Context: an optimization exercise on an open-source flow, tuned for small area and a short achievable clock period. The choices shown serve that exercise and are no tape-out recipe. The RTL was checked by simulation tests, not by an equivalence proof against the original design. Power figures rest on the tool's default switching activity, not on a simulated workload.

### flow/run.sh
#!/bin/bash
# synth_recipe.tcl (not shown) runs the flow's synth.tcl, then flattens the netlist and writes it again
# the make line also repeats each setting of config.mk as NAME=value (left out here)
make -C /OpenROAD-flow-scripts/flow DESIGN_CONFIG=/design/flow/config.mk WORK_HOME=/design/flow/orfs CLKGATE_MAP_FILE= SYNTH_SCRIPT=/design/flow/synth_recipe.tcl finish
### flow/config.mk
export PLATFORM = sky130hd
export DESIGN_NAME = chip_link_tx
export DESIGN_NICKNAME = chip_link_tx
export VERILOG_FILES = /design/flow/design.v
export SDC_FILE = /design/flow/constraint.sdc
export NUM_CORES = 4
export LEC_CHECK = 0
export CAP_MARGIN = 20
export CORE_MARGIN = 2
export CORE_UTILIZATION = 40
export SLEW_MARGIN = 20
### flow/constraint.sdc
create_clock -name core_clock -period 4.5 [get_ports {clk}]
set_input_delay 0.9000 -clock core_clock [delete_from_list [all_inputs] [get_ports {clk}]]
set_output_delay 0.9000 -clock core_clock [all_outputs]
set_load 0.01 [all_outputs]
### flow/design.v
`default_nettype none
package link_pkg;
    localparam int word_width      = 64;
    localparam int lane_width      = 16;
    localparam int lane_count      = 4;
    localparam int lane_idx_width  = $clog2(lane_count) + 1;
    localparam int fifo_depth_log2 = 4;
    localparam int length_width    = 32;
    localparam logic [2:0] kind_tik = 3'd3;
    typedef enum logic [2:0] {
        send_idle  = 3'd0,
        send_data  = 3'd1,
        ready_wait = 3'd2,
        tik_wait   = 3'd3,
        tik_end    = 3'd4
    } send_state_e;
    typedef union packed {
        logic [lane_count-1:0][lane_width-1:0] lanes;
        struct packed {
            logic [4:0]              rsvd_hi;
            logic [2:0]              kind;
            logic [22:0]             rsvd_lo;
            logic                    end_flag;
            logic [length_width-1:0] length;
        } cmd;
    } link_word_u;
endpackage
`default_nettype wire
`default_nettype none
module chip_link_tx
(
    input  wire                   clk,
    input  wire                   rst_n,
    input  wire [link_pkg::word_width-1:0]  s_tdata,
    input  wire                   s_tvalid,
    output logic                  s_tready,
    output logic                  tik,
    output logic [link_pkg::lane_width-1:0] lane_data,
    output logic                  lane_valid,
    output logic                  lane_par,
    input  wire                   link_ready,
    input  wire                   link_err
);
    localparam int RN = 15;    
    logic [63:0] mem [0:RN-1];
    logic [3:0]  wptr, rptr;
    logic [3:0]  rcount;        
    logic        rempty;        
    logic        full;          
    logic [63:0] head;
    logic        hv;            
    logic [63:0] hold;
    logic        st_idle, st_data, st_rwait, st_cmd, st_twait;
    logic [2:0]  lane_cnt;
    logic        tik_flag, end_flag;
    logic        par_q;
    logic        ready_d, ready_2d, err_d, err_2d;
    logic wr, rd, take_head, pop, push;
    logic ready_high, ready_low, err_low;
    logic advance, last_lane, busy, done, dec;
    logic head_cmd;
    assign ready_high = ready_d & ready_2d;
    assign ready_low  = !ready_d & !ready_2d;
    assign err_low    = !err_d & !err_2d;
    assign wr        = s_tvalid & !full;
    assign rd        = st_idle & hv;
    assign take_head = rd | !hv;
    assign pop       = take_head & !rempty;
    assign push      = wr & !(take_head & rempty);
    assign head_cmd  = (head[58:56] == link_pkg::kind_tik);
    assign advance   = st_data & ready_high & err_low;
    assign last_lane = lane_cnt[2];
    assign busy      = tik_flag | end_flag;
    assign done      = (hold[31:0] == 32'd0);
    assign dec       = busy & !done;
    logic [3:0] wptr_inc, rptr_inc;
    assign wptr_inc = (wptr == 4'd14) ? 4'd0 : wptr + 4'd1;
    assign rptr_inc = (rptr == 4'd14) ? 4'd0 : rptr + 4'd1;
    always_ff @(posedge clk or negedge rst_n) begin
        if (!rst_n) begin
            wptr   <= '0;
            rptr   <= '0;
            rcount <= '0;
            rempty <= 1'b1;
            full   <= 1'b0;
            hv     <= 1'b0;
        end else begin
            if (push) wptr <= wptr_inc;
            if (pop)  rptr <= rptr_inc;
            if (push && !pop) begin
                rcount <= rcount + 4'd1;
                rempty <= 1'b0;
                full   <= (rcount == 4'd14);
            end else if (pop && !push) begin
                rcount <= rcount - 4'd1;
                rempty <= (rcount == 4'd1);
                full   <= 1'b0;
            end
            if (take_head) hv <= !rempty | wr;
        end
    end
    always_ff @(posedge clk) begin
        if (push) mem[wptr] <= s_tdata;
    end
    always_ff @(posedge clk) begin
        if (take_head && (!rempty || wr)) head <= rempty ? s_tdata : mem[rptr];
    end
    always_ff @(posedge clk or negedge rst_n) begin
        if (!rst_n) begin
            ready_d  <= 1'b0;
            ready_2d <= 1'b0;
            err_d    <= 1'b0;
            err_2d   <= 1'b0;
        end else begin
            ready_d  <= link_ready;
            ready_2d <= ready_d;
            err_d    <= link_err;
            err_2d   <= err_d;
        end
    end
    logic n_idle, n_data, n_rwait, n_cmd, n_twait;
    always_comb begin
        n_idle  = (st_idle & !hv) | (st_rwait & ready_low & last_lane) | (st_twait & !busy);
        n_data  = (st_idle & hv & !head_cmd) | (st_data & !ready_high) |
                  (st_rwait & ready_low & !last_lane);
        n_rwait = (st_data & ready_high) | (st_rwait & !ready_low);
        n_cmd   = st_idle & hv & head_cmd;
        n_twait = st_cmd | (st_twait & busy);
    end
    always_ff @(posedge clk or negedge rst_n) begin
        if (!rst_n) begin
            st_idle  <= 1'b1;
            st_data  <= 1'b0;
            st_rwait <= 1'b0;
            st_cmd   <= 1'b0;
            st_twait <= 1'b0;
        end else begin
            st_idle  <= n_idle;
            st_data  <= n_data;
            st_rwait <= n_rwait;
            st_cmd   <= n_cmd;
            st_twait <= n_twait;
        end
    end
    always_ff @(posedge clk or negedge rst_n) begin
        if (!rst_n) begin
            lane_cnt <= '0;
        end else if (st_rwait && ready_low && last_lane) begin
            lane_cnt <= '0;
        end else if (advance) begin
            lane_cnt <= lane_cnt + 3'd1;
        end
    end
    always_ff @(posedge clk or negedge rst_n) begin
        if (!rst_n) begin
            par_q <= 1'b0;
        end else begin
            par_q <= (st_idle & hv & !head_cmd & (^head[63:48])) |
                     (st_data & !ready_high & par_q) |
                     (st_rwait & ready_low & !last_lane & (^hold[63:48]));
        end
    end
    logic [31:0] hold_dec;
    assign hold_dec = hold[31:0] - 32'd1;
    always_ff @(posedge clk) begin
        if (rd) begin
            hold <= head;
        end else if (advance) begin
            hold[63:16] <= hold[47:0];
        end else if (dec) begin
            hold[31:0] <= hold_dec;
        end
    end
    always_ff @(posedge clk or negedge rst_n) begin
        if (!rst_n) begin
            tik_flag <= 1'b0;
            end_flag <= 1'b0;
        end else if (st_cmd) begin
            tik_flag <= !hold[32];
            end_flag <= hold[32];
        end else if (done) begin
            tik_flag <= 1'b0;
            end_flag <= 1'b0;
        end
    end
    assign s_tready   = !full;
    assign tik        = tik_flag;
    assign lane_valid = st_data;
    assign lane_data  = hold[63:48];
    assign lane_par   = par_q;
endmodule
`default_nettype wire
==> impl_metrics.toml, run 1 <==
[floorplanning]
die-height_um = 335.4
placeableCoreArea_um2 = 108900
initial_utilization_pct = 40.36
row_count = 121
die_x_um = 335.4
fp.dieArea_um2 = 112500
pin_count = 89

[hold_path]
hold-path-cell-count = 0
hold_path.class = "register to register"
hold_path.startpoint = "err_d"

[worst_setup_path]
startpoint = "s_tvalid"
crit-reg2reg-launch = "rempty"
cp.required_ps = 4890
worstSetupPathType = "primary input to register"
critical_path_arrival_ps = 3540
startpoint_kind_of_the_worst_setup_timing_path = "primary input"
endpoint_kind = "register"
worst-r2r-cell-count = 5
cp_max_fo = 19

[power]
fin_total_pwr_mw = 23.38
leakage_power_total_nw = 15.80
power.internal_mw = 18.06
power_density_nw_per_um2 = 461.7
comb_power_share_pct = 7.1
seq_power_share_pct = 53.7
netSwitchingFraction_pct = 22.75
power.clock.fraction_pct = 39.2
max-vdd-ir-drop_mv = 0.3498
power_switching_mw = 5.318

[clocking]
clock_sinks = 1118
worst_skew_pair.late_latency_ps = 690
cts-resized-gates = 0
tritoncts = "yes"
cts_made_buffers = 112
clk_pin_slew_ps = 60
postCtsHoldBufs = 0
cts_max_level = 3
post-cts-setup-buffer-count = 0
ctsLongestPathBuffers = 3
ctsRootBufferMaster = "sky130_fd_sc_hd__clkbuf_16"

[placement]
globalplace.congestion = 0.8316
placed_wire_length_estimate_um = 61530
post-place-cells = 3815
numPortBuffers = 88
place_ws_ps = 688.3

[global_routing]
antenna_found_initial = 4
grt.met1_usage_pct = 26.62
globalRouteMet2Util_pct = 29.14
grt-ovfl-total = 0
globalRouteMet3Util_pct = 3.344
globalRoute.busiestLayer = "met2"
grt.total_usage_pct = 18.45
global_route_wire_length_before_repair_um = 153400
first_global_vias = 22850
grt_start_max_net_pins = 81

[sta]
post-route-period-util_pct = 70.00
max_clock_freq_mhz = 317.5
finalSetupTns_ps = 0
unrepaired_setup_endpoints_after_global_routing = "false"
finalHoldViolCount = 0
timing.clock.skew_ps = 19.56
max_slew_violations = 0
timing.final.setup_violations = 0
period_needed_ps = 3150
layout_setup_ws_ps = 1350
worstMarginPinSlew_ps = 966.8
maxSlewHeadroom_pct = 35.32

[cells_and_area]
final_common_cell = "sky130_fd_sc_hd__edfxtp_1"
area_delta_synth_final_pct = 15.23
mostFrequentLayoutCells = "1088 x sky130_fd_sc_hd__edfxtp_1, 258 x sky130_fd_sc_hd__nand2_1, 192 x sky130_fd_sc_hd__mux4_2, 112 x sky130_fd_sc_hd__clkbuf_16, 98 x sky130_fd_sc_hd__o21ai_0"
finalNetCount = 2592
post_route_cells_drive_above_1_share_pct = 18.05
post_layout_nonfiller_instances = 4024

[logic_synthesis]
synth-async-reset-ratio_pct = 2.683
syn_area_per_cell_um2 = 18.47
post-synth-top-area-fraction_pct = 74.36
synth_cells = 2379
synth_top_flop_cell = "sky130_fd_sc_hd__edfxtp_1"
warnings_synthesis = 1
number_of_enable_type_register_cells_in_the_synthesized_netlist = 1088
synth_area_leaders = "sky130_fd_sc_hd__edfxtp_1 74%, sky130_fd_sc_hd__mux4_2 9.8%, sky130_fd_sc_hd__nand2_1 2.2%"
synthesis.nets = 2456
netlist-cell-type-count = 57
seq_area_frac_synth_pct = 76.07
post_synth_instance_area_um2 = 43940
synth_top_cell_by_area = "sky130_fd_sc_hd__edfxtp_1"
synth.ff_latch_count = 1118

[route]
totalWireLength_um = 103300
first_pass_iters = 5
remaining_drc_errors = 0
drtAntennaViolNets = 0
vias_per_cell = 5.580
avgRoutedWirePerCell_um = 25.67
drtIter0Drc = 2497
num_vias = 22460

[run]
drv.max_cap_violation_count = 0

[status]
outcome = "no timing/DRC/antenna violations"
==> cell type report <==
cell class	instances	area, µm²
Fill cell	9035	58230
Sequential cell	1118	33440
Multi-Input combinational cell	1106	10020
Clock buffer	134	2885
Tap cell	1414	1769
Timing Repair Buffer	165	1747
Clock inverter	74	726.9
Inverter	12	45.04
Antenna cell	1	2.502
==> synth_stat cells, types with 2 or more instances <==
cell type / instances
sky130_fd_sc_hd__edfxtp_1: 1088
sky130_fd_sc_hd__nand2_1: 260
sky130_fd_sc_hd__mux4_2: 192
sky130_fd_sc_hd__o21ai_0: 99
sky130_fd_sc_hd__nor2_1: 91
sky130_fd_sc_hd__a21oi_1: 84
sky130_fd_sc_hd__clkbuf_1: 78
sky130_fd_sc_hd__mux2i_1: 66
sky130_fd_sc_hd__a22oi_1: 64
sky130_fd_sc_hd__o211a_1: 64
sky130_fd_sc_hd__xnor2_1: 43
sky130_fd_sc_hd__buf_2: 31
sky130_fd_sc_hd__dfrtp_1: 28
sky130_fd_sc_hd__buf_1: 18
sky130_fd_sc_hd__buf_4: 16
sky130_fd_sc_hd__nor3_1: 13
sky130_fd_sc_hd__inv_1: 11
sky130_fd_sc_hd__o21ai_1: 11
sky130_fd_sc_hd__and3_1: 10
sky130_fd_sc_hd__nor4_1: 10
sky130_fd_sc_hd__xor2_1: 9
sky130_fd_sc_hd__ha_1: 8
sky130_fd_sc_hd__nand3_1: 7
sky130_fd_sc_hd__or3_1: 7
sky130_fd_sc_hd__a21o_1: 6
sky130_fd_sc_hd__a31oi_1: 6
sky130_fd_sc_hd__nand2b_1: 6
sky130_fd_sc_hd__o31ai_1: 5
sky130_fd_sc_hd__nor2b_1: 4
sky130_fd_sc_hd__or4_1: 4
sky130_fd_sc_hd__and2_1: 3
sky130_fd_sc_hd__nor4_2: 3
sky130_fd_sc_hd__or3_4: 3
sky130_fd_sc_hd__xnor3_1: 3
sky130_fd_sc_hd__dfstp_2: 2
sky130_fd_sc_hd__nand4_1: 2
sky130_fd_sc_hd__nand4b_1: 2
sky130_fd_sc_hd__nor4b_1: 2
sky130_fd_sc_hd__o22ai_1: 2
==> power groups by stage <==
stage,clock (mW),sequential [mW],combinational (mW)
finish,9.16,12.6,1.66
global route,9.74,12.6,1.79
CTS,9.34,12.6,1.69
detailed placement,0,12.8,1.68
global placement,0,12.7,1.64
floorplan,0,12.7,0.876
==> cell families (layout without fill, tap and decap cells) <==
group           count (synthesis)  in the layout  share of synthesized area, %
flops                        1118           1118                         76.07
buf+inv                       155            385                         1.549
mux                           259            259                         11.37
other cells                     0              1                             0
compound gates                349            349                         5.220
simple gates                  435            435                         4.368
fa+ha+maj                       8              8                        0.2278
xor+xnor                       55             55                         1.190
==> path summary, 6_finish.rpt <==
check,to,slack [ps]
max in group asynchronous,rempty,3240
worst max-delay path,mem[6][35],1350
worst min register to register,err_2d,430
worst max register to register,mem[6][35],1490
min in group asynchronous,ready_d,530
worst min-delay path,err_2d,430
==> per-layer routing <==
metal	wire [µm]	up-vias	share of wire (%)
met5	31	-	0.030
met4	1771	4	1.7
met3	7515	128	7.3
met2	48910	755	47
met1	45090	11790	44
li1	-	9777	-
==> sequential cells by signal, summed over array words and instances, names as in the netlist, 3 cells and up <==
name and cells:
lane_cnt 3, mem 960, rptr 4, hold 64, rcount 4, head 64, wptr 4
==> worst max-delay path, cell delays in order <==
cell,delay [ps]
sky130_fd_sc_hd__clkdlybuf4s50_1,470
sky130_fd_sc_hd__nand2b_1,140
sky130_fd_sc_hd__a21o_1,310
sky130_fd_sc_hd__inv_1,280
sky130_fd_sc_hd__nand3b_1,360
sky130_fd_sc_hd__nor2_4,740
sky130_fd_sc_hd__buf_4,320
==> metrics by stage <==
step,hold slack (ps),util (%),area [µm²]
2_1_floorplan,370.8,-,43980
3_3_place_gp,404.1,43.19,47010
3_5_place_dp,410.1,43.19,47010
4_1_cts,424.9,46.51,50620
5_1_grt,454.5,46.51,50620
6_report,426.2,46.51,50630
==> run 2, diff against run 1 <==
--- a/flow/config.mk
+++ b/flow/config.mk
@@ -7,5 +7,6 @@
 export LEC_CHECK = 0
 export CAP_MARGIN = 20
 export CORE_MARGIN = 2
-export CORE_UTILIZATION = 40
+export CORE_UTILIZATION = 55
+export SETUP_SLACK_MARGIN = 2.3
 export SLEW_MARGIN = 20
==> run 2 against run 1 <==
Against the previous run: still clean; fmax is 30% higher; clock-buffer cell count increased by 3; worst setup slack improved by 730 ps; sequential cell count stayed put; die area decreased by 27%; clock power down 0.7%; clock skew rose by 15 ps; largest power group unchanged; highest routed layer unchanged.
==> impl_metrics.toml, run 2 <==
[route]
first_pass_iters = 5
remaining_drc_errors = 0
avgRoutedWirePerCell_um = 34.35
num_vias = 25690
drtIter0Drc = 3213
drtAntennaViolNets = 0
vias_per_cell = 6.477
totalWireLength_um = 136300

[power]
comb_power_share_pct = 12.7
max-vdd-ir-drop_mv = 0.4047
netSwitchingFraction_pct = 24.23
seq_power_share_pct = 50.6
fin_total_pwr_mw = 24.78
leakage_power_total_nw = 18.36
power_switching_mw = 6.006
power.clock.fraction_pct = 36.7
power_density_nw_per_um2 = 441.2
power.internal_mw = 18.78

[floorplanning]
die-height_um = 286.6
placeableCoreArea_um2 = 79000
initial_utilization_pct = 55.62
die_x_um = 286.6
fp.dieArea_um2 = 82160
pin_count = 89
row_count = 103

[logic_synthesis]
post_synth_instance_area_um2 = 43940
netlist-cell-type-count = 57
synth_top_cell_by_area = "sky130_fd_sc_hd__edfxtp_1"
post-synth-top-count-cell = "sky130_fd_sc_hd__edfxtp_1"
syn_area_per_cell_um2 = 18.47
synth_top_flop_cell = "sky130_fd_sc_hd__edfxtp_1"
synth_area_leaders = "sky130_fd_sc_hd__edfxtp_1 74%, sky130_fd_sc_hd__mux4_2 9.8%, sky130_fd_sc_hd__nand2_1 2.2%"
synth_cells = 2379
post-synth-top-area-fraction_pct = 74.36
synth-async-reset-ratio_pct = 2.683
number_of_enable_type_register_cells_in_the_synthesized_netlist = 1088
warnings_synthesis = 1
synthesis.nets = 2456
seq_area_frac_synth_pct = 76.07
synth_common_cells = "1088 x sky130_fd_sc_hd__edfxtp_1, 260 x sky130_fd_sc_hd__nand2_1, 192 x sky130_fd_sc_hd__mux4_2"
synth.ff_latch_count = 1118

[cells_and_area]
largest_register_ff_count = 960
finalNetCount = 2898
final_common_cell = "sky130_fd_sc_hd__edfxtp_1"
layout_top_registers = "mem (960), head (64), hold (64)"
mostFrequentLayoutCells = "1088 x sky130_fd_sc_hd__edfxtp_1, 256 x sky130_fd_sc_hd__nand2_1, 192 x sky130_fd_sc_hd__mux4_2, 172 x sky130_fd_sc_hd__clkbuf_16, 125 x sky130_fd_sc_hd__buf_4"
area_delta_synth_final_pct = 27.85
largest_register = "mem"
post_layout_nonfiller_instances = 3967
fin_area_um2 = 56170
post_route_cells_drive_above_1_share_pct = 30.67
finalCoreUtilization_pct = 71.11

[placement]
globalplace.congestion = 0.7709
numPortBuffers = 88
placed_cell_area_um2 = 46560
placed_wire_length_estimate_um = 55200
place_ws_ps = 1150
post-place-cells = 3444

[worst_setup_path]
critical_path.max_stage_delay_ps = 390
cp_max_fo = 8
r2r_end = "mem[4][49]"
critical_path_arrival_ps = 2800
startpoint_kind_of_the_worst_setup_timing_path = "register"
reg2reg_slack_ps = 2080
startpoint = "full"
crit_top_cell = "sky130_fd_sc_hd__buf_6"
crit-reg2reg-launch = "full"
worstSetupPathType = "register to register"
cpMaxStageDelayCell = "sky130_fd_sc_hd__dfrtp_1"
endpoint_kind = "register"
worst-r2r-cell-count = 11
cell_chain_critical_path = "buf_6 -> nand2b_4 -> a21o_4 -> buf_6 -> inv_4 -> nand3b_1 -> buf_6 -> nor3_4 -> buf_6 -> buf_6 -> buf_16"
cp.required_ps = 4880

[sta]
hold-worst-slack_ps = 428.2
maxSlewHeadroom_pct = 41.65
finalHoldViolCount = 0
post-route-period-util_pct = 53.83
finalSetupTns_ps = 0
layout_setup_ws_ps = 2078
unrepaired_setup_endpoints_after_global_routing = "true"
period_needed_ps = 2422
timing.final.setup_violations = 0
max_clock_freq_mhz = 412.8
max_slew_violations = 0
worstMarginPinSlew_ps = 872.5
timing.clock.skew_ps = 34.11

[run]
drv.max_cap_violation_count = 0

[hold_path]
whs_endpoint = "err_2d"
hold_path.class = "register to register"
hold_path.startpoint = "err_d"
hold-path-cell-count = 0

[clocking]
worst_skew_pair.late_latency_ps = 690
cts_max_level = 3
clock_sinks = 1118
clk_pin_slew_ps = 60
cts_made_buffers = 112
ctsRootBufferMaster = "sky130_fd_sc_hd__clkbuf_16"
tritoncts = "yes"
ctsLongestPathBuffers = 3

[global_routing]
first_global_vias = 23970
grt.total_usage_pct = 29.17
antenna_found_initial = 6
grt_start_max_net_pins = 75
grt-ovfl-total = 0
global_route_wire_length_before_repair_um = 169700

[status]
outcome = "no timing/DRC/antenna violations"
-- run 2: area by class of cell --
type / count / area (µm²)
Inverter: 12 / 48.80
Fill cell: 4867 / 22830
Clock buffer: 137 / 2948
Timing Repair Buffer: 471 / 7229
Multi-Input combinational cell: 1106 / 10570
Antenna cell: 2 / 5.005
Tap cell: 1050 / 1314
Clock inverter: 71 / 619.3
Sequential cell: 1118 / 33440
-- run 2: cell families (layout without fill, tap and decap cells) --
| family | after synthesis | count (layout) | synth area share [%] |
|---|---|---|---|
| DFF | 1118 | 1118 | 76.07 |
| and+or+nand+nor | 435 | 435 | 4.368 |
| AOI/OAI and AO/OA | 349 | 349 | 5.220 |
| muxes | 259 | 259 | 11.37 |
| buffers and inverters | 155 | 691 | 1.549 |
| xor gates and xnor gates | 55 | 55 | 1.190 |
| adders and majority gates | 8 | 8 | 0.2278 |
| other | 0 | 2 | 0 |
-- run 2: timing repair --
action,in CTS,in global routing
resized for setup,233,250
gates cloned,41,77
hold buffers,0,0
pin swaps,22,84
endpoints found under the setup margin,1187,1067
buffers inserted,104,91
-- run 2: worst max path at each step --
stage / to / slack, ps / depth (start not counted)
2_1_floorplan: mem[4][0] / 850 / 5
3_3_place_gp: mem[4][37] / 1140 / 7
3_5_place_dp: mem[4][33] / 1150 / 7
4_1_cts: hold[0] / 2100 / 7
5_1_grt: mem[4][49] / 2050 / 11
6_report: mem[4][49] / 2080 / 11
-- run 2: power groups by stage --
stage / clock network, mW / registers, mW / logic [mW]
6_report: 9.10 / 12.5 / 3.14
2_1_floorplan: 0 / 12.7 / 0.923
3_5_place_dp: 0 / 12.8 / 1.68
5_1_grt: 9.59 / 12.6 / 3.21
4_1_cts: 9.19 / 12.5 / 2.41
3_3_place_gp: 0 / 12.7 / 1.64
-- run 2: metal layers --
layer / wire, µm / global-route usage [%]
met1: 52420 / 42.77
met2: 63140 / 45.14
met3: 15340 / 5.421
met4: 5319 / 9.110
met5: 46 / 0
-- run 2: critical path, delay by kind of cell, from the launching register on --
kind	cells	cell delay (ps)
buf+inv	7	1000
simple gates	3	500
flops	1	390
compound gates	1	220
==> run 3, diff against run 2 <==
--- a/flow/design.v
+++ b/flow/design.v
@@ -72,7 +72,12 @@
     assign last_lane = lane_cnt[2];
     assign busy      = tik_flag | end_flag;
     assign done      = (hold[31:0] == 32'd0);
-    assign dec       = busy & !done;
+    assign dec       = st_twait;
+    logic [63:0] hdata;
+    always_comb begin
+        hdata = s_tdata & {64{rempty}};
+        for (int i = 0; i < RN; i++) hdata = hdata | (mem[i] & {64{!rempty && rptr == 4'(i)}});
+    end
     logic [3:0] wptr_inc, rptr_inc;
     assign wptr_inc = (wptr == 4'd14) ? 4'd0 : wptr + 4'd1;
     assign rptr_inc = (rptr == 4'd14) ? 4'd0 : rptr + 4'd1;
@@ -103,7 +108,7 @@
         if (push) mem[wptr] <= s_tdata;
     end
     always_ff @(posedge clk) begin
-        if (take_head && (!rempty || wr)) head <= rempty ? s_tdata : mem[rptr];
+        if (take_head && (!rempty || wr)) head <= hdata;
     end
     always_ff @(posedge clk or negedge rst_n) begin
         if (!rst_n) begin
==> run 3 against run 2 <==
Against the previous run: clock-buffer cell count rose by 1; hold slack worse by 39 ps; sequential cell count unchanged; utilization increased by 4.7 points; worst setup slack got worse by 350 ps; die area shrank 4.8%; first-iteration DRC count is 100% higher; clock skew shrank 1.6 ps; non-clock buffer count is 121 higher; wire length up 32%; area after synthesis is 4.9% lower; critical endpoint is now mem[8][38]; highest routed layer unchanged.
==> impl_metrics.toml, run 3 <==
[sta]
finalHoldViolCount = 0
max_clock_freq_mhz = 361.0
max_slew_violations = 0
worstMarginPinSlew_ps = 787.8
hold-worst-slack_ps = 389.0
timing.clock.skew_ps = 32.46
period_needed_ps = 2770
timing.final.setup_violations = 0
maxSlewHeadroom_pct = 47.48
finalSetupTns_ps = 0
unrepaired_setup_endpoints_after_global_routing = "true"
post-route-period-util_pct = 61.56

[route]
remaining_drc_errors = 0
num_vias = 30090
vias_per_cell = 7.354
totalWireLength_um = 179500
drtAntennaViolNets = 0
avgRoutedWirePerCell_um = 43.87
first_pass_iters = 8
drtIter0Drc = 6458

[floorplanning]
die-height_um = 279.6
fp.dieArea_um2 = 78180
placeableCoreArea_um2 = 75570
die_x_um = 279.6
row_count = 101
pin_count = 89
initial_utilization_pct = 55.28

[global_routing]
grt_start_max_net_pins = 60
grt.total_usage_pct = 39.33
first_global_vias = 26250
antenna_found_initial = 26
global_route_wire_length_before_repair_um = 209300
grt-ovfl-total = 0

[worst_setup_path]
cp_max_fo = 6
startpoint_kind_of_the_worst_setup_timing_path = "register"
cpMaxStageDelayCell = "sky130_fd_sc_hd__dfstp_4"
worstSetupPathType = "register to register"
endpoint_kind = "register"
timing.critical_path.buf_inv = 6
cp.required_ps = 4900
critical_path.max_stage_delay_ps = 500
reg2reg_slack_ps = 1730
cell_chain_critical_path = "buf_6 -> buf_12 -> a21oi_4 -> buf_12 -> or3b_4 -> buf_6 -> nor2_4 -> buf_6 -> clkbuf_16"
crit_top_cell = "sky130_fd_sc_hd__buf_6"
critical_path_arrival_ps = 3170
critical_path.top_delay_family = "buffers and inverters"

[cells_and_area]
fin_area_um2 = 57300
fillerInstances = 4066
post_route_cells_drive_above_1_share_pct = 31.37
finalNetCount = 3092
final_common_cell = "sky130_fd_sc_hd__edfxtp_1"
mostFrequentLayoutCells = "1088 x sky130_fd_sc_hd__edfxtp_1, 303 x sky130_fd_sc_hd__a22oi_1, 240 x sky130_fd_sc_hd__nand2_1, 161 x sky130_fd_sc_hd__clkbuf_16, 143 x sky130_fd_sc_hd__a22oi_2"
layout_top_registers = "mem (960), head (64), hold (64)"
area_delta_synth_final_pct = 37.16
finalCoreUtilization_pct = 75.83
largest_register = "mem"
largest_register_ff_count = 960

[logic_synthesis]
post_synth_instance_area_um2 = 41780
synth_area_leaders = "sky130_fd_sc_hd__edfxtp_1 78%, sky130_fd_sc_hd__a22oi_1 8.0%, sky130_fd_sc_hd__nand2_1 2.2%"
synth_top_cell_by_area = "sky130_fd_sc_hd__edfxtp_1"
netlist-cell-type-count = 60
synth_cells = 2432
number_of_enable_type_register_cells_in_the_synthesized_netlist = 1088
syn_area_per_cell_um2 = 17.18
seq_area_frac_synth_pct = 80.01
synth_common_cells = "1088 x sky130_fd_sc_hd__edfxtp_1, 446 x sky130_fd_sc_hd__a22oi_1, 247 x sky130_fd_sc_hd__nand2_1"
post-synth-top-area-fraction_pct = 78.20
synth-async-reset-ratio_pct = 2.683
synthesis.nets = 2509
post-synth-top-count-cell = "sky130_fd_sc_hd__edfxtp_1"
warnings_synthesis = 1
synth_top_flop_cell = "sky130_fd_sc_hd__edfxtp_1"
synth.ff_latch_count = 1118

[status]
outcome = "no timing/DRC/antenna violations"

[power]
max-vdd-ir-drop_mv = 0.4276
leakage_power_total_nw = 19.47
power_density_nw_per_um2 = 448.0

[clocking]
cts_made_buffers = 110
ctsLongestPathBuffers = 3
clk_pin_slew_ps = 60
clock_sinks = 1118
ctsRootBufferMaster = "sky130_fd_sc_hd__clkbuf_16"
cts_max_level = 3
tritoncts = "yes"
worst_skew_pair.late_latency_ps = 730

[hold_path]
hold_path.class = "register to register"

[placement]
placed_wire_length_estimate_um = 61160
placed_cell_area_um2 = 44130
globalplace.congestion = 0.8314
numPortBuffers = 88

[run]
drv.max_cap_violation_count = 0
-- run 3: final timing paths --
check | startpoint | end | cells past startpoint
max | rempty | mem[8][38] | 9
min | err_d | err_2d | 0
max reg2reg | rempty | mem[8][38] | 9
min reg2reg | err_d | err_2d | 0
max in group asynchronous | rst_n | st_idle | 2
min in group asynchronous | rst_n | rptr[3] | 2
-- run 3: final cells by class --
type / count / area (µm²) / area share (%)
sequential: 1118 / 33430 / 58.35
antenna: 12 / 30.03 / 0.05241
clock inverter: 61 / 518.0 / 0.9040
inverter: 12 / 45.04 / 0.07861
multi-input combinational: 1181 / 9400 / 16.41
timing repair buffer: 592 / 9772 / 17.05
clock buffer: 138 / 2879 / 5.024
tap: 978 / 1224 / 2.136
-- run 3: cell families after synthesis --
| group | synth area share, % |
|---|---|
| compound gates | 10.55 |
| xor+xnor | 1.315 |
| fa+ha+maj | 0.2396 |
| buf+inv | 1.797 |
| flops | 80.01 |
| mux | 0.09883 |
| simple gates | 5.990 |
-- run 3: per-layer routing --
| layer | vias up | GRT usage, % | wire length, µm | part of all wire (%) |
|---|---|---|---|---|
| li1 | 11140 | - | - | - |
| met1 | 14650 | 51.89 | 54770 | 31 |
| met2 | 3263 | 57.94 | 74900 | 42 |
| met3 | 1005 | 12.02 | 31310 | 17 |
| met4 | 32 | 23.67 | 17950 | 10 |
| met5 | - | 0 | 595 | 0.33 |
-- run 3: where the power goes --
part	internal (mW)	total (mW)	switching, mW	leakage (nW)
logic	1.75	3.91	2.16	7.61
clock network	4.97	9.04	4.07	1.66
registers	12.4	12.7	0.365	10.2
total	19.1	25.7	6.59	19.5
-- run 3: repair_timing --
action	4_1_cts	5_1_grt
resized for setup	518	208
pin swaps	139	85
hold buffers	0	0
cloned	116	73
setup endpoints to repair	1109	1093
setup buffers	221	63
-- run 3: through the flow --
stage,power (mW),instances,setup slack (ps)
after global placement,14.43,3408,1046
after floorplan,13.61,2432,667.2
after CTS,24.55,3944,2018
after detailed placement,14.49,3408,995.2
final,25.67,4092,1730
after global routing,25.98,4086,1759
==> run 4, diff against run 3 <==
--- a/flow/design.v
+++ b/flow/design.v
@@ -43,10 +43,12 @@
 );
     localparam int RN = 15;    
     logic [63:0] mem [0:RN-1];
-    logic [3:0]  wptr, rptr;
+    logic [RN-1:0] woh;         
+    logic [3:0]  rptr;
     logic [3:0]  rcount;        
     logic        rempty;        
     logic        full;          
+    logic        tready_q;      
     logic [63:0] head;
     logic        hv;            
     logic [63:0] hold;
@@ -78,37 +80,39 @@
         hdata = s_tdata & {64{rempty}};
         for (int i = 0; i < RN; i++) hdata = hdata | (mem[i] & {64{!rempty && rptr == 4'(i)}});
     end
-    logic [3:0] wptr_inc, rptr_inc;
-    assign wptr_inc = (wptr == 4'd14) ? 4'd0 : wptr + 4'd1;
+    logic [3:0] rptr_inc;
     assign rptr_inc = (rptr == 4'd14) ? 4'd0 : rptr + 4'd1;
     always_ff @(posedge clk or negedge rst_n) begin
         if (!rst_n) begin
-            wptr   <= '0;
+            woh    <= RN'(1);
             rptr   <= '0;
             rcount <= '0;
             rempty <= 1'b1;
             full   <= 1'b0;
+            tready_q <= 1'b1;
             hv     <= 1'b0;
         end else begin
-            if (push) wptr <= wptr_inc;
+            if (push) woh <= {woh[RN-2:0], woh[RN-1]};
             if (pop)  rptr <= rptr_inc;
             if (push && !pop) begin
                 rcount <= rcount + 4'd1;
                 rempty <= 1'b0;
                 full   <= (rcount == 4'd14);
+                tready_q <= (rcount != 4'd14);
             end else if (pop && !push) begin
                 rcount <= rcount - 4'd1;
                 rempty <= (rcount == 4'd1);
                 full   <= 1'b0;
+                tready_q <= 1'b1;
             end
             if (take_head) hv <= !rempty | wr;
         end
     end
     always_ff @(posedge clk) begin
-        if (push) mem[wptr] <= s_tdata;
+        for (int i = 0; i < RN; i++) if (s_tvalid && !full && woh[i]) mem[i] <= s_tdata;
     end
     always_ff @(posedge clk) begin
-        if (take_head && (!rempty || wr)) head <= hdata;
+        if (take_head) head <= hdata;
     end
     always_ff @(posedge clk or negedge rst_n) begin
         if (!rst_n) begin
@@ -168,7 +172,7 @@
     logic [31:0] hold_dec;
     assign hold_dec = hold[31:0] - 32'd1;
     always_ff @(posedge clk) begin
-        if (rd) begin
+        if (st_idle) begin
             hold <= head;
         end else if (advance) begin
             hold[63:16] <= hold[47:0];
@@ -188,7 +192,7 @@
             end_flag <= 1'b0;
         end
     end
-    assign s_tready   = !full;
+    assign s_tready   = tready_q;
     assign tik        = tik_flag;
     assign lane_valid = st_data;
     assign lane_data  = hold[63:48];
--- a/flow/config.mk
+++ b/flow/config.mk
@@ -8,5 +8,6 @@
 export CAP_MARGIN = 20
 export CORE_MARGIN = 2
 export CORE_UTILIZATION = 55
-export SETUP_SLACK_MARGIN = 2.3
+export SETUP_SLACK_MARGIN = 2.4
 export SLEW_MARGIN = 20
+export TNS_END_PERCENT = 0
==> run 4 against run 3 <==
Against the previous run: die area increased by 1.0%; synthesized cell count decreased by 0.25%; final area decreased by 13%; wire length decreased by 31%; register-to-register slack improved by 230 ps; largest power group unchanged.
==> impl_metrics.toml, run 4 <==
[clocking]
cts_max_level = 3
worst_skew_pair.late_latency_ps = 680
clk_pin_slew_ps = 60
clock_sinks = 1130
postCtsHoldBufs = 0
ctsRootBufferMaster = "sky130_fd_sc_hd__clkbuf_16"
tritoncts = "yes"
cts_made_buffers = 112
ctsLongestPathBuffers = 3

[sta]
finalHoldViolCount = 0
worstMarginPinSlew_ps = 1008
unrepaired_setup_endpoints_after_global_routing = "true"
max_slew_violations = 0
maxSlewHeadroom_pct = 32.77
finalSetupTns_ps = 0
timing.clock.skew_ps = 21.26
post-route-period-util_pct = 56.41
hold-worst-slack_ps = 400.6
timing.final.setup_violations = 0
max_clock_freq_mhz = 393.9
period_needed_ps = 2539

[logic_synthesis]
syn_area_per_cell_um2 = 17.40
synth_common_cells = "1088 x sky130_fd_sc_hd__edfxtp_1, 470 x sky130_fd_sc_hd__a22oi_1, 223 x sky130_fd_sc_hd__nand2_1"
synth_top_flop_cell = "sky130_fd_sc_hd__edfxtp_1"
number_of_enable_type_register_cells_in_the_synthesized_netlist = 1088
synth_cells = 2426
post_synth_instance_area_um2 = 42220
seq_area_frac_synth_pct = 79.88
synth.ff_latch_count = 1130
post-synth-top-area-fraction_pct = 77.38
post-synth-top-count-cell = "sky130_fd_sc_hd__edfxtp_1"
synthesis.nets = 2503
synth_top_cell_by_area = "sky130_fd_sc_hd__edfxtp_1"
synth-async-reset-ratio_pct = 3.717
netlist-cell-type-count = 58
warnings_synthesis = 2
synth_area_leaders = "sky130_fd_sc_hd__edfxtp_1 77%, sky130_fd_sc_hd__a22oi_1 8.4%, sky130_fd_sc_hd__dfrtp_1 2.3%"

[cells_and_area]
post_route_cells_drive_above_1_share_pct = 17.28
largest_register_ff_count = 960
layout_top_registers = "mem (960), head (64), hold (64)"
fillerInstances = 5233
final_common_cell = "sky130_fd_sc_hd__edfxtp_1"
area_delta_synth_final_pct = 17.58
mostFrequentLayoutCells = "1088 x sky130_fd_sc_hd__edfxtp_1, 421 x sky130_fd_sc_hd__a22oi_1, 223 x sky130_fd_sc_hd__nand2_1, 118 x sky130_fd_sc_hd__clkbuf_16, 84 x sky130_fd_sc_hd__clkdlybuf4s50_1"
largest_register = "mem"
multi_input_comb_area_um2 = 8458
finalNetCount = 2694
seqCellArea_um2 = 33740

[power]
power_density_nw_per_um2 = 423.3
max-vdd-ir-drop_mv = 0.2931
leakage_power_total_nw = 16.14

[floorplanning]
row_count = 101
pin_count = 89
fp.dieArea_um2 = 79000
die-height_um = 281.1
placeableCoreArea_um2 = 75950
initial_utilization_pct = 55.59
die_x_um = 281.1

[worst_setup_path]
crit-reg2reg-launch = "rempty"
endpoint_kind = "register"
cp_max_fo = 10
cpMaxStageDelayCell = "sky130_fd_sc_hd__nor2_4"
startpoint_kind_of_the_worst_setup_timing_path = "register"
crit_top_cell = "sky130_fd_sc_hd__buf_6"
critical_path.max_stage_delay_ps = 570
worst-r2r-cell-count = 8
timing.critical_path.buf_inv = 3
critical_path.top_delay_family = "simple AND/OR/NAND/NOR gates"
cell_chain_critical_path = "nand3b_1 -> buf_6 -> buf_4 -> nor2_4 -> buf_6 -> a22oi_1 -> and4_1 -> nand4_1"
reg2reg_slack_ps = 1960
critical_path_arrival_ps = 3070
cp.required_ps = 5030
r2r_end = "head[6]"
worstSetupPathType = "register to register"

[placement]
placed_wire_length_estimate_um = 59150
globalplace.congestion = 0.8608
numPortBuffers = 88

[hold_path]
hold_path.class = "primary input to asynchronous set/reset pin"

[route]
totalWireLength_um = 124700
remaining_drc_errors = 0
drtAntennaViolNets = 0
drtIter0Drc = 3449
num_vias = 24550
vias_per_cell = 6.562
avgRoutedWirePerCell_um = 33.33
first_pass_iters = 6

[global_routing]
grt.total_usage_pct = 31.43
global_route_wire_length_before_repair_um = 173500
antenna_found_initial = 6
grt_start_max_net_pins = 86
grt-ovfl-total = 0
first_global_vias = 23840

[run]
drv.max_cap_violation_count = 0

[status]
outcome = "no timing/DRC/antenna violations"
[run 4: worst max path at each step]
| stage | slack, ps | cells past startpoint | end | start |
|---|---|---|---|---|
| after global routing | 1920 | 5 | hold[31] | hold[14] |
| after detailed placement | 1370 | 5 | mem[2][55] | s_tvalid |
| final | 1960 | 8 | head[6] | rempty |
| after floorplan | 2030 | 7 | rcount[3] | st_idle |
| after global placement | 1420 | 5 | mem[2][55] | s_tvalid |
| after CTS | 1990 | 10 | head[29] | rempty |
[run 4: what timing repair did]
action / in CTS / in global routing
setup endpoints to repair: 581 / 987
gates resized for setup: 84 / 52
setup buffers: 37 / 12
cloned: 16 / 9
pin swaps: 21 / 43
[run 4: report_power, final]
| group | internal (mW) | switching (mW) |
|---|---|---|
| combinational | 0.254 | 0.411 |
| sequential | 11.6 | 0.0332 |
| clock | 4.95 | 3.80 |
[run 4: layout make-up]
type | instances | share of cell area [%]
Antenna cell | 2 | 0.01008
Clock buffer | 142 | 5.958
Clock inverter | 64 | 0.8998
Inverter | 15 | 0.1235
Multi-Input combinational cell | 1137 | 17.04
Sequential cell | 1130 | 67.98
Tap cell | 1030 | 2.596
Timing Repair Buffer | 221 | 5.396
[run 4: layer usage]
metal	part of all wire [%]	up-vias	global-route usage, %
met5	0.0096	-	0
met4	3.1	2	10.46
met3	10	199	5.695
met2	47	1446	49.22
met1	40	12630	45.07
li1	-	10280	-
[run 4: logic make-up after synthesis]
| group | share of synthesized area (%) |
|---|---|
| AO/OA/AOI/OAI | 10.37 |
| XOR/XNOR | 1.218 |
| adder cells (fa/ha/maj) | 0.2371 |
| buffers and inverters | 1.701 |
| flip-flops | 79.88 |
| multiplexers | 1.251 |
| AND/OR/NAND/NOR | 5.340 |
[run 4: metrics by stage]
step	utilization [%]	setup slack, ps	power, mW	cells	instance area (µm²)
CTS	64.73	1985	21.08	3718	49160
floorplan	-	2032	12.07	2426	42320
finish	65.36	1961	21.01	3741	49640
detailed placement	58.94	1373	12.42	3459	44760
global placement	58.94	1422	12.40	3459	44760
global route	65.36	1915	21.56	3740	49640
==> run 5, diff against run 4 <==
--- a/flow/design.v
+++ b/flow/design.v
@@ -44,7 +44,7 @@
     localparam int RN = 15;    
     logic [63:0] mem [0:RN-1];
     logic [RN-1:0] woh;         
-    logic [3:0]  rptr;
+    logic [RN-1:0] rsel;        
     logic [3:0]  rcount;        
     logic        rempty;        
     logic        full;          
@@ -66,7 +66,7 @@
     assign err_low    = !err_d & !err_2d;
     assign wr        = s_tvalid & !full;
     assign rd        = st_idle & hv;
-    assign take_head = rd | !hv;
+    assign take_head = st_idle | !hv;    
     assign pop       = take_head & !rempty;
     assign push      = wr & !(take_head & rempty);
     assign head_cmd  = (head[58:56] == link_pkg::kind_tik);
@@ -78,14 +78,12 @@
     logic [63:0] hdata;
     always_comb begin
         hdata = s_tdata & {64{rempty}};
-        for (int i = 0; i < RN; i++) hdata = hdata | (mem[i] & {64{!rempty && rptr == 4'(i)}});
-    end
-    logic [3:0] rptr_inc;
-    assign rptr_inc = (rptr == 4'd14) ? 4'd0 : rptr + 4'd1;
+        for (int i = 0; i < RN; i++) hdata = hdata | (mem[i] & {64{rsel[i]}});
+    end
     always_ff @(posedge clk or negedge rst_n) begin
         if (!rst_n) begin
             woh    <= RN'(1);
-            rptr   <= '0;
+            rsel   <= '0;
             rcount <= '0;
             rempty <= 1'b1;
             full   <= 1'b0;
@@ -93,7 +91,12 @@
             hv     <= 1'b0;
         end else begin
             if (push) woh <= {woh[RN-2:0], woh[RN-1]};
-            if (pop)  rptr <= rptr_inc;
+            if (pop) begin
+                if (rcount == 4'd1 && !push) rsel <= '0;
+                else                         rsel <= {rsel[RN-2:0], rsel[RN-1]};
+            end else if (push && rempty) begin
+                rsel <= woh;
+            end
             if (push && !pop) begin
                 rcount <= rcount + 4'd1;
                 rempty <= 1'b0;
--- a/flow/config.mk
+++ b/flow/config.mk
@@ -8,6 +8,6 @@
 export CAP_MARGIN = 20
 export CORE_MARGIN = 2
 export CORE_UTILIZATION = 55
-export SETUP_SLACK_MARGIN = 2.4
+export SETUP_SLACK_MARGIN = 2.5
 export SLEW_MARGIN = 20
-export TNS_END_PERCENT = 0
+export TNS_END_PERCENT = 5
==> run 5 against run 4 <==
Against the previous run: still clean; clock power is 5.8% higher; worst setup slack worse by 260 ps; fmax is 9.2% lower; highest routed layer unchanged.
==> impl_metrics.toml, run 5 <==
[status]
outcome = "no timing/DRC/antenna violations"

[placement]
placed_wire_length_estimate_um = 65320
numPortBuffers = 88
placed_cell_area_um2 = 44580
globalplace.congestion = 0.8653
place_ws_ps = 1171
post-place-cells = 3290

[worst_setup_path]
worstSetupPathType = "register to register"
reg2reg_slack_ps = 1700
cpMaxStageDelayCell = "sky130_fd_sc_hd__or4_4"
endpoint_kind = "register"
critical_path.max_stage_delay_ps = 560
cp_max_fo = 4
critical_path_arrival_ps = 3340
r2r_end = "hold[29]"
cp.required_ps = 5040
cell_chain_critical_path = "or4_4 -> or3_4 -> or4_4 -> or4_4 -> a311oi_2 -> a21o_1"
worst-r2r-cell-count = 6
crit-reg2reg-launch = "hold[19]"
critical_path.top_delay_family = "simple AND/OR/NAND/NOR gates"
timing.critical_path.buf_inv = 0
startpoint_kind_of_the_worst_setup_timing_path = "register"
crit_top_cell = "sky130_fd_sc_hd__or4_4"

[cells_and_area]
finalCoreUtilization_pct = 65.07
area_delta_synth_final_pct = 17.26
post_layout_nonfiller_instances = 3590
mostFrequentLayoutCells = "1088 x sky130_fd_sc_hd__edfxtp_1, 257 x sky130_fd_sc_hd__a221oi_1, 257 x sky130_fd_sc_hd__a22o_1, 116 x sky130_fd_sc_hd__clkbuf_16, 101 x sky130_fd_sc_hd__buf_4"
fin_area_um2 = 49420
largest_register_ff_count = 960
layout_top_registers = "mem (960), head (64), hold (64)"
largest_register = "mem"
post_route_cells_drive_above_1_share_pct = 18.20
diodes_inserted = 0
finalNetCount = 2542
final_common_cell = "sky130_fd_sc_hd__edfxtp_1"

[floorplanning]
row_count = 101
fp.dieArea_um2 = 78860
die_x_um = 280.8
pin_count = 89
die-height_um = 280.8
initial_utilization_pct = 55.49
placeableCoreArea_um2 = 75950

[global_routing]
first_global_vias = 23370
global_route_wire_length_before_repair_um = 180000
grt.total_usage_pct = 32.91
grt_start_max_net_pins = 76
grt-ovfl-total = 0
antenna_found_initial = 8

[sta]
layout_setup_ws_ps = 1704
max_slew_violations = 0
post-route-period-util_pct = 62.14
period_needed_ps = 2796
timing.clock.skew_ps = 18.69
maxSlewHeadroom_pct = 34.01
hold-worst-slack_ps = 371.9
finalSetupTns_ps = 0
worstMarginPinSlew_ps = 989.9
finalHoldViolCount = 0
timing.final.setup_violations = 0
unrepaired_setup_endpoints_after_global_routing = "true"
max_clock_freq_mhz = 357.6

[logic_synthesis]
warnings_synthesis = 2
syn_area_per_cell_um2 = 18.67
post-synth-top-area-fraction_pct = 77.52
seq_area_frac_synth_pct = 80.68
synth_common_cells = "1088 x sky130_fd_sc_hd__edfxtp_1, 259 x sky130_fd_sc_hd__a221oi_1, 257 x sky130_fd_sc_hd__a22o_1"
number_of_enable_type_register_cells_in_the_synthesized_netlist = 1088
synth-async-reset-ratio_pct = 4.645
synth_area_leaders = "sky130_fd_sc_hd__edfxtp_1 78%, sky130_fd_sc_hd__a221oi_1 5.4%, sky130_fd_sc_hd__a22o_1 5.3%"
post_synth_instance_area_um2 = 42140
post-synth-top-count-cell = "sky130_fd_sc_hd__edfxtp_1"
synth.ff_latch_count = 1141
synthesis.nets = 2334
synth_top_flop_cell = "sky130_fd_sc_hd__edfxtp_1"
synth_top_cell_by_area = "sky130_fd_sc_hd__edfxtp_1"
synth_cells = 2257
netlist-cell-type-count = 48

[route]
totalWireLength_um = 129100
avgRoutedWirePerCell_um = 35.97
drtAntennaViolNets = 0
remaining_drc_errors = 0
num_vias = 24940
vias_per_cell = 6.947
first_pass_iters = 7
drtIter0Drc = 4083

[clocking]
cts_made_buffers = 113
ctsRootBufferMaster = "sky130_fd_sc_hd__clkbuf_16"
cts_max_level = 3
clk_pin_slew_ps = 60
worst_skew_pair.late_latency_ps = 680
postCtsHoldBufs = 0
ctsLongestPathBuffers = 3
tritoncts = "yes"
clock_sinks = 1141

[power]
leakage_power_total_nw = 15.71
power_density_nw_per_um2 = 520.0
max-vdd-ir-drop_mv = 0.3953
fin_total_pwr_mw = 25.70

[hold_path]
hold_path.class = "primary input to asynchronous set/reset pin"

[run]
drv.max_cap_violation_count = 0
## run 5: cell count changes in the layout (fill, tap and decap cells not counted), moves of 16 or more
cell	delta
sky130_fd_sc_hd__a22oi_2	-49
sky130_fd_sc_hd__a22oi_1	-421
sky130_fd_sc_hd__or4_1	-28
sky130_fd_sc_hd__a22o_1	+235
sky130_fd_sc_hd__nor2_1	+16
sky130_fd_sc_hd__nand2_1	-173
sky130_fd_sc_hd__a221oi_1	+233
sky130_fd_sc_hd__nand4_1	+38
sky130_fd_sc_hd__buf_4	+36
## run 5: per-layer routing
metal | global-route usage (%) | vias up | part of all wire, %
met5 | 0 | - | 0.051
met4 | 10.28 | 10 | 3.4
met3 | 6.243 | 256 | 11
met2 | 50.28 | 1656 | 46
met1 | 48.49 | 13060 | 40
li1 | - | 9962 | -
## run 5: worst max-delay path by stage
stage / start / to / slack, ps / cells past startpoint
floorplan: hold[12] / hold[31] / 1710 / 7
global placement: s_tvalid / mem[0][25] / 1210 / 4
detailed placement: s_tvalid / mem[7][6] / 1170 / 4
CTS: hold[14] / hold[29] / 1770 / 6
global route: hold[19] / hold[29] / 1670 / 6
finish: hold[19] / hold[29] / 1700 / 6
## run 5: final cells by class
type                       count  area, µm²
clock buffer                 141       3027
clock inverter                69      593.1
fill                        5123      26530
inverter                      13      52.55
multi-input combinational    956       7878
sequential                  1141      34070
tap                         1030       1289
timing repair buffer         240       2514
## run 5: worst register-to-register path, stage by stage (launching register included)
cell and delay, ps:
sky130_fd_sc_hd__edfxtp_1 420, sky130_fd_sc_hd__or4_4 570, sky130_fd_sc_hd__or3_4 350, sky130_fd_sc_hd__or4_4 530, sky130_fd_sc_hd__or4_4 440, sky130_fd_sc_hd__a311oi_2 260, sky130_fd_sc_hd__a21o_1 110
## run 5: what timing repair did
item	4_1_cts	5_1_grt
setup endpoints to repair	1202	1029
pin swaps	15	17
cloned	3	1
gates resized for setup	55	34
setup buffers	48	38
## run 5: logic make-up (layout without fill, tap and decap cells)
kind of cell             Yosys count  in the layout  synth area share (%)
XOR/XNOR                          61             61                 1.268
multiplexers                      56             56                 1.470
flip-flops                      1141           1141                 80.68
buffers and inverters            164            463                 1.609
AO/OA/AOI/OAI                    585            585                 11.70
AND/OR/NAND/NOR                  242            246                 3.031
adder cells (fa/ha/maj)            8              8                0.2375
## run 5: power breakdown
| part | total, mW | switching (mW) | internal (mW) |
|---|---|---|---|
| Sequential | 12.4 | 0.587 | 11.8 |
| Clock | 9.27 | 3.95 | 5.32 |
| Combinational | 4.07 | 2.57 | 1.50 |
| Total | 25.7 | 7.10 | 18.6 |
==> run 6, diff against run 5 <==
--- a/flow/design.v
+++ b/flow/design.v
@@ -73,7 +73,8 @@
     assign advance   = st_data & ready_high & err_low;
     assign last_lane = lane_cnt[2];
     assign busy      = tik_flag | end_flag;
-    assign done      = (hold[31:0] == 32'd0);
+    logic [3:0] zg;     
+    assign done      = &zg;
     assign dec       = st_twait;
     logic [63:0] hdata;
     always_comb begin
@@ -173,7 +174,22 @@
         end
     end
     logic [31:0] hold_dec;
-    assign hold_dec = hold[31:0] - 32'd1;
+    logic [3:0]  bin;
+    logic [3:0]  zg_dec;
+    assign bin = {zg[2] & zg[1] & zg[0], zg[1] & zg[0], zg[0], 1'b1};
+    always_comb begin
+        for (int k = 0; k < 4; k++) begin
+            hold_dec[8*k +: 8] = bin[k] ? hold[8*k +: 8] - 8'd1 : hold[8*k +: 8];
+            zg_dec[k]          = bin[k] ? (hold[8*k +: 8] == 8'd1) : zg[k];
+        end
+    end
+    always_ff @(posedge clk) begin
+        if (st_idle) begin
+            for (int k = 0; k < 4; k++) zg[k] <= (head[8*k +: 8] == 8'd0);
+        end else if (dec) begin
+            zg <= zg_dec;
+        end
+    end
     always_ff @(posedge clk) begin
         if (st_idle) begin
             hold <= head;
==> run 6 against run 5 <==
Against the previous run: area after synthesis up 0.80%; non-clock buffer count decreased by 23; clock power up 2%; worst setup slack gained 560 ps; final area is 0.31% higher; hold slack better by 3.9 ps; critical path type is now register to output pin; critical endpoint is now lane_data[10]; still clean; largest power group unchanged; first-iteration DRC count down 16%; sequential power barely moved; utilization about the same.
==> impl_metrics.toml, run 6 <==
[clocking]
cts_max_level = 3
worst_skew_pair.late_latency_ps = 680
ctsLongestPathBuffers = 3
ctsRootBufferMaster = "sky130_fd_sc_hd__clkbuf_16"
clk_pin_slew_ps = 60
cts_made_buffers = 113
postCtsHoldBufs = 0
clock_sinks = 1145
tritoncts = "yes"

[sta]
timing.clock.skew_ps = 21.94
max_clock_freq_mhz = 446.3
max_slew_violations = 0
finalSetupTns_ps = 0
post-route-period-util_pct = 49.79
hold-worst-slack_ps = 375.9
maxSlewHeadroom_pct = 46.74
finalHoldViolCount = 0
timing.final.setup_violations = 0
unrepaired_setup_endpoints_after_global_routing = "true"
period_needed_ps = 2241
worstMarginPinSlew_ps = 798.8

[floorplanning]
fp.dieArea_um2 = 79480
row_count = 101
die-height_um = 281.9
initial_utilization_pct = 55.75
die_x_um = 281.9
pin_count = 89
placeableCoreArea_um2 = 76200

[worst_setup_path]
cp_max_fo = 2
timing.critical_path.buf_inv = 1
startpoint = "hold[58]"
crit-reg2reg-launch = "rsel[4]"
worstSetupPathType = "register to output pin"
critPathCapture = "lane_data[10]"
cell_chain_critical_path = "buf_2"
reg2reg_slack_ps = 2350
critical_path.max_stage_delay_ps = 480
critical_path_arrival_ps = 1340
cpMaxStageDelayCell = "sky130_fd_sc_hd__edfxtp_1"
critical_path.top_delay_family = "flip-flops"
r2r_end = "head[41]"
worst-r2r-cell-count = 4
crit_cells = 1
cp.required_ps = 3600
startpoint_kind_of_the_worst_setup_timing_path = "register"
endpoint_kind = "output pin"

[cells_and_area]
layout_top_registers = "mem (960), head (64), hold (64)"
mostFrequentLayoutCells = "1092 x sky130_fd_sc_hd__edfxtp_1, 258 x sky130_fd_sc_hd__a22o_1, 253 x sky130_fd_sc_hd__a221oi_1, 115 x sky130_fd_sc_hd__clkbuf_16, 66 x sky130_fd_sc_hd__nand4_1"
fin_area_um2 = 49580
finalNetCount = 2550
largest_register_ff_count = 960
fillerInstances = 5180
post_route_cells_drive_above_1_share_pct = 16.84
multi_input_comb_area_um2 = 7836
area_delta_synth_final_pct = 16.69
final_common_cell = "sky130_fd_sc_hd__edfxtp_1"
largest_register = "mem"
seqCellArea_um2 = 34190

[logic_synthesis]
synth_top_flop_cell = "sky130_fd_sc_hd__edfxtp_1"
synth_common_cells = "1092 x sky130_fd_sc_hd__edfxtp_1, 258 x sky130_fd_sc_hd__a22o_1, 256 x sky130_fd_sc_hd__a221oi_1"
post-synth-top-count-cell = "sky130_fd_sc_hd__edfxtp_1"
number_of_enable_type_register_cells_in_the_synthesized_netlist = 1092
warnings_synthesis = 2
synthesis.nets = 2358
synth.ff_latch_count = 1145
synth_area_leaders = "sky130_fd_sc_hd__edfxtp_1 77%, sky130_fd_sc_hd__a22o_1 5.3%, sky130_fd_sc_hd__a221oi_1 5.3%"
synth_cells = 2274
synth-async-reset-ratio_pct = 4.629
post-synth-top-area-fraction_pct = 77.19
seq_area_frac_synth_pct = 80.32
syn_area_per_cell_um2 = 18.68
synth_top_cell_by_area = "sky130_fd_sc_hd__edfxtp_1"
post_synth_instance_area_um2 = 42480
netlist-cell-type-count = 53

[placement]
placed_wire_length_estimate_um = 62290
placed_cell_area_um2 = 44690
numPortBuffers = 88
globalplace.congestion = 0.8286

[power]
leakage_power_total_nw = 16.11
fin_total_pwr_mw = 25.72
power_density_nw_per_um2 = 518.8
max-vdd-ir-drop_mv = 0.3965

[route]
drtAntennaViolNets = 0
num_vias = 24920
first_pass_iters = 5
avgRoutedWirePerCell_um = 37.37
vias_per_cell = 6.928
totalWireLength_um = 134400
drtIter0Drc = 3415
remaining_drc_errors = 0

[run]
drv.max_cap_violation_count = 0

[global_routing]
antenna_found_initial = 4
grt.total_usage_pct = 33.10
first_global_vias = 24060
global_route_wire_length_before_repair_um = 181800
grt-ovfl-total = 0
grt_start_max_net_pins = 55

[hold_path]
hold_path.class = "primary input to asynchronous set/reset pin"

[status]
outcome = "no timing/DRC/antenna violations"
run 6: changes by cell type in the layout (fill, tap and decap cells not counted), sizes merged, moves of 8 or more:
cell           before  now
clkdlybuf4s50      83   55
nor3               24    4
o21ai              25   43
buf               156  143
a21oi              25   36
dlymetal6s2s        0   11
nor2               42   32
and2               18   27
o221ai              9    0
o22ai               1    9
or3                 9    1
run 6: layout make-up:
cell class | count | share of cell area (%)
sequential | 1145 | 68.96
timing repair buffer | 217 | 5.022
clock buffer | 147 | 6.148
tap | 1030 | 2.600
inverter | 17 | 0.1287
clock inverter | 68 | 1.325
antenna | 1 | 0.005048
multi-input combinational | 972 | 15.81
run 6: kinds of logic after synthesis:
group,Yosys count,synth area share [%]
compound gates,619,12.10
xor+xnor,52,1.169
fa+ha+maj,15,0.4418
buf+inv,170,1.749
flops,1145,80.32
mux,58,1.496
simple gates,215,2.727
run 6: timing repair:
action | in CTS | in global routing
resized for setup | 92 | 35
pin swaps | 15 | 1
setup buffers | 49 | 25
setup endpoints to repair | 993 | 420
cloned | 14 | 0
run 6: power by group:
| group | switching, mW | internal, mW | leakage (nW) |
|---|---|---|---|
| sequential | 0.401 | 11.8 | 10.4 |
| combinational | 2.59 | 1.50 | 3.90 |
| clock | 4.00 | 5.41 | 1.81 |
run 6: metrics by stage:
step | setup WS (ps) | std cells | utilization [%]
after floorplan | 2075 | 2274 | -
after global placement | 1364 | 3293 | 58.65
after detailed placement | 1391 | 3293 | 58.65
after CTS | 2256 | 3571 | 64.50
after global routing | 2249 | 3597 | 65.06
final | 2259 | 3597 | 65.06
run 6: how the worst min path moves through the flow:
| stage | startpoint | endpoint | slack, ps | cells past startpoint |
|---|---|---|---|---|
| 2_1_floorplan | err_d | err_2d | 400 | 0 |
| 3_3_place_gp | err_d | err_2d | 410 | 0 |
| 3_5_place_dp | err_d | err_2d | 410 | 0 |
| 4_1_cts | rst_n | woh[8] | 370 | 2 |
| 5_1_grt | rst_n | woh[8] | 430 | 2 |
| 6_report | rst_n | rcount[0] | 380 | 2 |
run 6: routing by layer:
metal	share of wire [%]	GRT usage, %	up-vias
li1	-	-	9988
met1	39	47.97	13030
met2	47	51.64	1648
met3	11	5.701	253
met4	3.3	10.94	4
met5	0.071	0	-
==> run 7, diff against run 6 <==
--- a/flow/config.mk
+++ b/flow/config.mk
@@ -7,7 +7,9 @@
 export LEC_CHECK = 0
 export CAP_MARGIN = 20
 export CORE_MARGIN = 2
-export CORE_UTILIZATION = 55
+export CORE_UTILIZATION = 65
+export CTS_CLUSTER_DIAMETER = 50
+export CTS_CLUSTER_SIZE = 20
 export SETUP_SLACK_MARGIN = 2.5
 export SLEW_MARGIN = 20
 export TNS_END_PERCENT = 5
==> run 7 against run 6 <==
Against the previous run: utilization rose by 11 points; synthesized cell count did not move; clock-buffer cell count fell by 52; sequential power barely moved; combinational power rose by 9.5%; critical path depth rose by 8; clock power fell by 11%; highest routed layer unchanged; die area fell by 15%; register-to-register slack got worse by 110 ps; non-clock buffer count rose by 45; critical endpoint is now rsel[4]; sequential share of layout area rose by 0.32 points.
==> impl_metrics.toml, run 7 <==
[status]
outcome = "no timing/DRC/antenna violations"

[logic_synthesis]
warnings_synthesis = 2
synth-async-reset-ratio_pct = 4.629
synth_cells = 2274
synth_top_flop_cell = "sky130_fd_sc_hd__edfxtp_1"
post-synth-top-area-fraction_pct = 77.19
number_of_enable_type_register_cells_in_the_synthesized_netlist = 1092
synth_area_leaders = "sky130_fd_sc_hd__edfxtp_1 77%, sky130_fd_sc_hd__a22o_1 5.3%, sky130_fd_sc_hd__a221oi_1 5.3%"
netlist-cell-type-count = 53
synth.ff_latch_count = 1145
synth_common_cells = "1092 x sky130_fd_sc_hd__edfxtp_1, 258 x sky130_fd_sc_hd__a22o_1, 256 x sky130_fd_sc_hd__a221oi_1"
post_synth_instance_area_um2 = 42480
seq_area_frac_synth_pct = 80.32
synthesis.nets = 2358
syn_area_per_cell_um2 = 18.68
post-synth-top-count-cell = "sky130_fd_sc_hd__edfxtp_1"
synth_top_cell_by_area = "sky130_fd_sc_hd__edfxtp_1"

[power]
fin_total_pwr_mw = 24.99
power_density_nw_per_um2 = 506.5
seq_power_share_pct = 48.5
max-vdd-ir-drop_mv = 0.3665
power_switching_mw = 7.195
netSwitchingFraction_pct = 28.79
power.internal_mw = 17.80
leakage_power_total_nw = 16.16
comb_power_share_pct = 17.9
power.clock.fraction_pct = 33.6

[cells_and_area]
final_common_cell = "sky130_fd_sc_hd__edfxtp_1"
largest_register = "mem"
area_delta_synth_final_pct = 16.15
fillerInstances = 3589
layout_top_registers = "mem (960), head (64), hold (64)"
post_route_cells_drive_above_1_share_pct = 18.68
finalNetCount = 2575
mostFrequentLayoutCells = "1092 x sky130_fd_sc_hd__edfxtp_1, 258 x sky130_fd_sc_hd__a22o_1, 246 x sky130_fd_sc_hd__a221oi_1, 109 x sky130_fd_sc_hd__buf_4, 92 x sky130_fd_sc_hd__clkbuf_16"
largest_register_ff_count = 960

[clocking]
clock_sinks = 1145
worst_skew_pair.late_latency_ps = 670
ctsRootBufferMaster = "sky130_fd_sc_hd__clkbuf_16"
ctsLongestPathBuffers = 3
clk_pin_slew_ps = 80
cts_made_buffers = 89
tritoncts = "yes"
cts_max_level = 3

[sta]
maxSlewHeadroom_pct = 46.29
post-route-period-util_pct = 50.70
unrepaired_setup_endpoints_after_global_routing = "true"
timing.final.setup_violations = 0
period_needed_ps = 2282
max_clock_freq_mhz = 438.3
max_slew_violations = 0
worstMarginPinSlew_ps = 800.3
finalHoldViolCount = 0
timing.clock.skew_ps = 29.32
finalSetupTns_ps = 0

[route]
totalWireLength_um = 132200
drtAntennaViolNets = 0
avgRoutedWirePerCell_um = 38.57
first_pass_iters = 5
vias_per_cell = 7.450
remaining_drc_errors = 0
drtIter0Drc = 4189
num_vias = 25540

[run]
drv.max_cap_violation_count = 0

[worst_setup_path]
critical_path_arrival_ps = 2810
worstSetupPathType = "primary input to register"
critical_path.top_delay_family = "simple AND/OR/NAND/NOR gates"
startpoint_kind_of_the_worst_setup_timing_path = "primary input"
cpMaxStageDelayCell = "sky130_fd_sc_hd__nor2_1"
critical_path.max_stage_delay_ps = 330
endpoint_kind = "register"
cp_max_fo = 16
timing.critical_path.buf_inv = 4
cp.required_ps = 5020
crit_top_cell = "sky130_fd_sc_hd__buf_12"
cell_chain_critical_path = "dlygate4sd2_1 -> nor2b_4 -> buf_12 -> buf_12 -> buf_4 -> nand4b_4 -> nand2_2 -> o22ai_1 -> nor2_1"

[floorplanning]
pin_count = 89
placeableCoreArea_um2 = 64580
die-height_um = 259.7
die_x_um = 259.7
fp.dieArea_um2 = 67420
row_count = 93
initial_utilization_pct = 65.78

[global_routing]
first_global_vias = 24020
antenna_found_initial = 13
grt_start_max_net_pins = 65
grt-ovfl-total = 0
global_route_wire_length_before_repair_um = 178700
grt.total_usage_pct = 38.35

[placement]
globalplace.congestion = 0.8630
placed_wire_length_estimate_um = 61940
numPortBuffers = 88

[hold_path]
hold_path.class = "primary input to asynchronous set/reset pin"
run 7: changes by cell type in the layout (fill, tap and decap cells not counted), sizes merged, moves of 2 or more:
cell           change
clkinv            -22
clkbuf            -48
bufinv             -4
buf               +38
dlymetal6s2s       +2
diode              +8
and2               +2
clkdlybuf4s15      +2
clkdlybuf4s50      -2
inv               +28
run 7: area by class of cell:
type / count / area [µm²] / share of cell area [%]
clock inverters: 69 / 818.3 / 1.658
diodes: 9 / 22.52 / 0.04564
well taps: 855 / 1070 / 2.168
multi-input cells: 976 / 7933 / 16.08
clock buffers: 95 / 2292 / 4.645
flip-flops and latches: 1145 / 34190 / 69.28
inverters: 17 / 63.81 / 0.1293
repair buffers: 262 / 2958 / 5.994
run 7: worst paths after layout:
check / startpoint / end / slack (ps) / cells past startpoint
max reg2reg: full / rsel[4] / 2240 / 8
min in group core_clock: err_d / err_2d / 440 / 0
max: s_tvalid / rsel[4] / 2220 / 9
max in group asynchronous: rst_n / rsel[4] / 3570 / 2
min reg2reg: err_d / err_2d / 440 / 0
min: rst_n / woh[7] / 360 / 2
run 7: timing repair:
| item | 4_1_cts | 5_1_grt |
|---|---|---|
| cloned | 18 | 0 |
| pin swaps | 21 | 8 |
| buffers inserted | 63 | 51 |
| hold buffers | 0 | 0 |
| gates resized for setup | 91 | 54 |
| setup endpoints to repair | 1116 | 428 |
run 7: through the flow:
stage / hold slack, ps / std cells / instance area (µm²) / util, % / worst slack (ps)
4_1_cts: 379.8 / 3368 / 48640 / 75.32 / 2282
2_1_floorplan: 395.2 / 2274 / 42550 / - / 2075
3_3_place_gp: 415.4 / 3123 / 44500 / 68.91 / 1287
5_1_grt: 428.8 / 3423 / 49330 / 76.39 / 2172
6_report: 363.3 / 3428 / 49340 / 76.41 / 2219
3_5_place_dp: 423.0 / 3123 / 44500 / 68.91 / 1231
run 7: metal layers:
metal	global-route usage (%)	part of all wire, %	vias to the layer above
met5	0	0.038	-
met4	15.12	4.8	6
met3	10.41	15	348
met2	58.16	46	2197
met1	53.94	35	12930
li1	-	-	10060
run 7: power by group through the flow:
stage	clock (mW)	combinational (mW)	sequential, mW
2_1_floorplan	0	2.09	12.1
3_3_place_gp	0	2.70	12.9
4_1_cts	8.37	3.49	12.4
3_5_place_dp	0	2.73	12.9
5_1_grt	8.77	4.56	12.1
6_report	8.39	4.49	12.1
run 7: logic make-up after synthesis:
family | Yosys count | share of synthesized area, %
AO/OA/AOI/OAI | 619 | 12.10
XOR/XNOR | 52 | 1.169
adder cells (fa/ha/maj) | 15 | 0.4418
buffers and inverters | 170 | 1.749
flip-flops | 1145 | 80.32
multiplexers | 58 | 1.496
AND/OR/NAND/NOR | 215 | 2.727

## separate check: timing with driven ports
In the flow no input, the clock included, has a driving cell. The finished layouts below were timed again as built, in two steps. Step 1 (the two cells are an assumption about what drives the block):
set clk [get_ports {clk}]
set_driving_cell -lib_cell sky130_fd_sc_hd__clkbuf_16 $clk
set_driving_cell -lib_cell sky130_fd_sc_hd__buf_2 [delete_from_list [all_inputs] $clk]
Step 2 moves the port delays by t, midway between the first and last clock arrival at a register: inputs arrive t later, outputs are due t later. That takes back most of the time a late clock gives input paths. Slacks: ideal / step 1 / step 2; pairs: ideal / step 1.
run	shift t [ns]	setup slack, ns	worst slew at a driven data input, ns
run 1	0.758	1.350 / 1.385 / 0.626	0.10
run 2	0.738	2.078 / 2.078 / 1.484	0.14
run 3	0.774	1.730 / 1.730 / 1.199	0.27
run 4	0.730	1.961 / 1.955 / 1.397	0.18
run 5	0.740	1.704 / 1.704 / 1.354	0.10
run 6	0.738	2.259 / 2.193 / 1.655	0.09
run 7	0.728	2.219 / 2.222 / 1.534	0.12
After both steps every run listed still meets setup and hold. The setup slack of run 1, which loses most, moves by +0.035 ns with the drivers and by -0.724 ns with both steps.
